This is an optimization exercise on Yosys and OpenROAD, whose aim is small area, a short achievable clock period and few clock cycles per item, not a production implementation. Function was checked by simulation only, so behaviour that the tests miss may differ from the original. Power is estimated from default activity; no workload was simulated.

Setup of oak:
Design radix_digit_emitter_unit, start of the top module:
module radix_digit_emitter_unit (
  input  logic                         clk_i,
  input  logic                         rst_ni,
  input  logic                         cfg_valid_i,
  output logic                         cfg_ready_o,
  input  logic [rdx_pkg::CfgIdxW-1:0]  cfg_index_i,
  input  logic [rdx_pkg::CfgDataW-1:0] cfg_data_i,
  input  logic                         s_axis_tvalid,
  output logic                         s_axis_tready,
  input  logic [31:0]                  s_axis_tdata,    
  output logic                         m_axis_tvalid,
  input  logic                         m_axis_tready,
  output logic [7:0]                   m_axis_tdata,    
  output logic                         m_axis_tlast,
  output logic                         m_axis_tuser     
);
Size in the first run: roughly 3700 cells after synthesis, roughly 440 flip-flops, roughly 120 I/O pins.
export LEC_CHECK = 0
export ABC_AREA = 1
export CAP_MARGIN = 20
export CORE_MARGIN = 2
export CORE_UTILIZATION = 40
export CTS_CLUSTER_DIAMETER = 150
export CTS_CLUSTER_SIZE = 20
export SLEW_MARGIN = 20
create_clock -name core_clock -period 12.0 [get_ports {clk_i}]
standard.sh (not shown) runs the stock make flow with config.mk's settings and CLKGATE_MAP_FILE= SYNTH_SCRIPT=/design/flow/synth_recipe.tcl, a recipe that flattens the netlist after the stock synthesis.
==> flow/flow/run.sh <==
#!/bin/bash
# Layout: the standard flow (standard.sh), unchanged in its steps, with
# two settings passed to it:
#  - SETUP_SLACK_MARGIN=8.6: the resizer's setup repair keeps working until the
#    paths have 8.6 ns of slack at the design's 12 ns clock (about 3.4 ns), so the
#    layout is timed for speed although it is signed off at 12 ns as usual.
#  - BUFFER_PORTS_ARGS: every input and output port still gets its own
#    buffer, as in the standard flow, but a buf_2 instead of the delay cell
#    the flow picks by default.
# The clock, constraints, floorplan, power grid and all other steps are the
# standard ones. All tool output goes to standard.log and the ORFS logs.
cp standard.sh standard.sh.log 2>/dev/null
export SETUP_SLACK_MARGIN=8.6
export BUFFER_PORTS_ARGS="-buffer_cell sky130_fd_sc_hd__buf_2"
bash standard.sh > standard.log 2>&1
oak finished end to end and its layout was clean on timing, DRC and antenna.
Testbench counts of oak, summed over its fixed seeds: cycles 31,744, items 2,304.
Setup changes, oak to cedar
diff --git a/flow/design.v b/flow/design.v
--- a/flow/design.v
+++ b/flow/design.v
@@ -229,25 +229,26 @@
       val_q <= rdx_pkg::DataW'(0) - val_q;
     end
   end
 endmodule
 `timescale 1ns / 1ps
 module rdx_step #(
   parameter int N = 14
 ) (
   input  logic [4*N-1:0] dig_i,
   input  logic           bit_i,
   input  logic [3:0]     hp_i,
   input  logic           odd_i,
-  output logic [4*N-1:0] dig_o
+  output logic [4*N-1:0] dig_o,
+  output logic           cout_o
 );
   function automatic logic [3:0] sub4(input logic [3:0] a, input logic [3:0] b,
                                       input logic bin);
     logic bw;
     bw = bin;
     for (int j = 0; j < 4; j++) begin
       sub4[j] = a[j] ^ b[j] ^ bw;
       bw      = (!a[j] && b[j]) || (!a[j] && bw) || (b[j] && bw);
     end
   endfunction
   function automatic logic gt4(input logic [3:0] a, input logic [3:0] b);
     gt4 = (a[3] && !b[3]) ||
@@ -276,24 +277,25 @@
       for (int i = 0; i <= N; i++) begin
         if (i >= (1 << l)) begin
           gl[l+1][i] = gl[l][i] | (pl[l][i] & gl[l][i - (1 << l)]);
           pl[l+1][i] = pl[l][i] & pl[l][i - (1 << l)];
         end else begin
           gl[l+1][i] = gl[l][i];
           pl[l+1][i] = pl[l][i];
         end
       end
     end
     c = gl[L];
   end
+  assign cout_o = c[N];
   always_comb begin
     for (int i = 0; i < N; i++) begin
       logic       co;
       logic [3:0] d, x0, x1;
       d  = dig_i[4*i +: 4];
       co = c[i+1];
       x0 = sub4(d, hp_i, 1'b0);
       x1 = sub4(d, hp_i, 1'b1);
       dig_o[4*i]         = c[i] ^ (co & odd_i);
       dig_o[4*i+1 +: 3]  = co ? ((odd_i && !c[i]) ? x1[2:0] : x0[2:0]) : d[2:0];
     end
   end
@@ -432,33 +434,35 @@
     end else if (x >= r2) begin
       i_d1 = 2'd2;
       i_d0 = 4'(x - r2);
     end else if (x >= r1) begin
       i_d1 = 2'd1;
       i_d0 = 4'(x - r1);
     end else begin
       i_d1 = 2'd0;
       i_d0 = x[3:0];
     end
   end
   logic [4*K-1:0] pdig_n;
+  logic           pcout;
   rdx_step #(.N(K)) u_pstep (
-    .dig_i (pdig_q),
-    .bit_i (pbit_q),
-    .hp_i  (hp),
-    .odd_i (odd),
-    .dig_o (pdig_n)
+    .dig_i  (pdig_q),
+    .bit_i  (pbit_q),
+    .hp_i   (hp),
+    .odd_i  (odd),
+    .dig_o  (pdig_n),
+    .cout_o (pcout)
   );
   logic xfer, handoff, efree, pfull;
-  assign pfull = |pdig_q[4*(K-1) +: 4];
+  assign pfull = pcout;
   always_comb begin
     pst_d = pst_q;
     unique case (pst_q)
       rdx_pkg::PIdle: if (q_valid_i && conv) pst_d = rdx_pkg::PInit;
       rdx_pkg::PInit: pst_d = (pbase_q == 5'd0) ? rdx_pkg::PStop : rdx_pkg::PRun;
       rdx_pkg::PRun:  if (pfull || pbase_q == 5'd0) pst_d = rdx_pkg::PStop;
       default: ;
     endcase
     if (xfer) pst_d = rdx_pkg::PIdle;
   end
   always_ff @(posedge clk_i) begin
     unique case (pst_q)
@@ -475,29 +479,30 @@
         if (!pfull) begin
           pdig_q  <= pdig_n;
           pbit_q  <= pwin[0];
           pbase_q <= pbase_q - 5'd1;
           pmore_q <= (pbase_q != 5'd0);
         end
       end
       default: ;
     endcase
   end
   logic [4*N-1:0] dig_n;
   rdx_step #(.N(N)) u_step (
-    .dig_i (dig_q),
-    .bit_i (bit_q),
-    .hp_i  (hp),
-    .odd_i (odd),
-    .dig_o (dig_n)
+    .dig_i  (dig_q),
+    .bit_i  (bit_q),
+    .hp_i   (hp),
+    .odd_i  (odd),
+    .dig_o  (dig_n),
+    .cout_o ()
   );
   always_comb begin
     cst_d = cst_q;
     unique case (cst_q)
       rdx_pkg::CConv: if (base_q == 5'd0) cst_d = rdx_pkg::CDone;
       rdx_pkg::CDone: if (efree) cst_d = rdx_pkg::CIdle;
       default: ;
     endcase
     if (xfer && conv) cst_d = pmore_q ? rdx_pkg::CConv : rdx_pkg::CDone;
   end
   assign handoff = (cst_q == rdx_pkg::CDone) && efree;
   logic [N-1:0] act_h;
### Flow results
cedar did not stop at any stage, and its layout met the timing, DRC and antenna checks.
Initial antenna violation count came out exactly the same in oak and cedar.
oak has higher source-to-sink clock delay at the later pin of the worst-skew pair than cedar.
Summary of cedar over oak: sequential power picked up an extra about 2%; synthesized cell count lost 0.99%; combinational group share of total power lost 0.7 points; first-pass GRT wire length lost 6.6 mm; met3 demand-to-capacity share in global routing lost 1.8 points.
Between oak and cedar, wire length decreased.
Measured against cedar, the met1 wire length of oak comes out at 1.08 times the reference value.
For share of total power in the clock network, oak and cedar come out practically identical.
Testbench counts of cedar, summed over its fixed seeds: cycles 31,535, items 2,304.

-- afterwards: timing with drivers on the ports --
How much do the figures lean on ideal ports? The routed layouts below were timed once more, with nothing changed but the port constraints. Step 1, drivers: a clkbuf_16 drives clk_i and a buf_2 each remaining input, both assumed. Step 2 adds t to the input delays and takes it off the output delays; t is the mean of the earliest and latest rising clock arrival at the registers after step 1. Input paths then give back, and output paths get back, about the clock's delay inside the block. Slacks: no drivers / after step 1 / after step 2; pairs: no drivers / after step 1.
| run | t (ns) | setup slack, ns | worst setup path at the end |
|---|---|---|---|
| oak | 0.661 | 8.469 / 8.407 / 8.080 | input to register |
| cedar | 0.641 | 8.473 / 8.409 / 8.126 | input to register |
After both steps every run listed still meets setup and hold. The setup slack of oak, which loses most, moves by -0.062 ns with the drivers and by -0.389 ns with both steps.
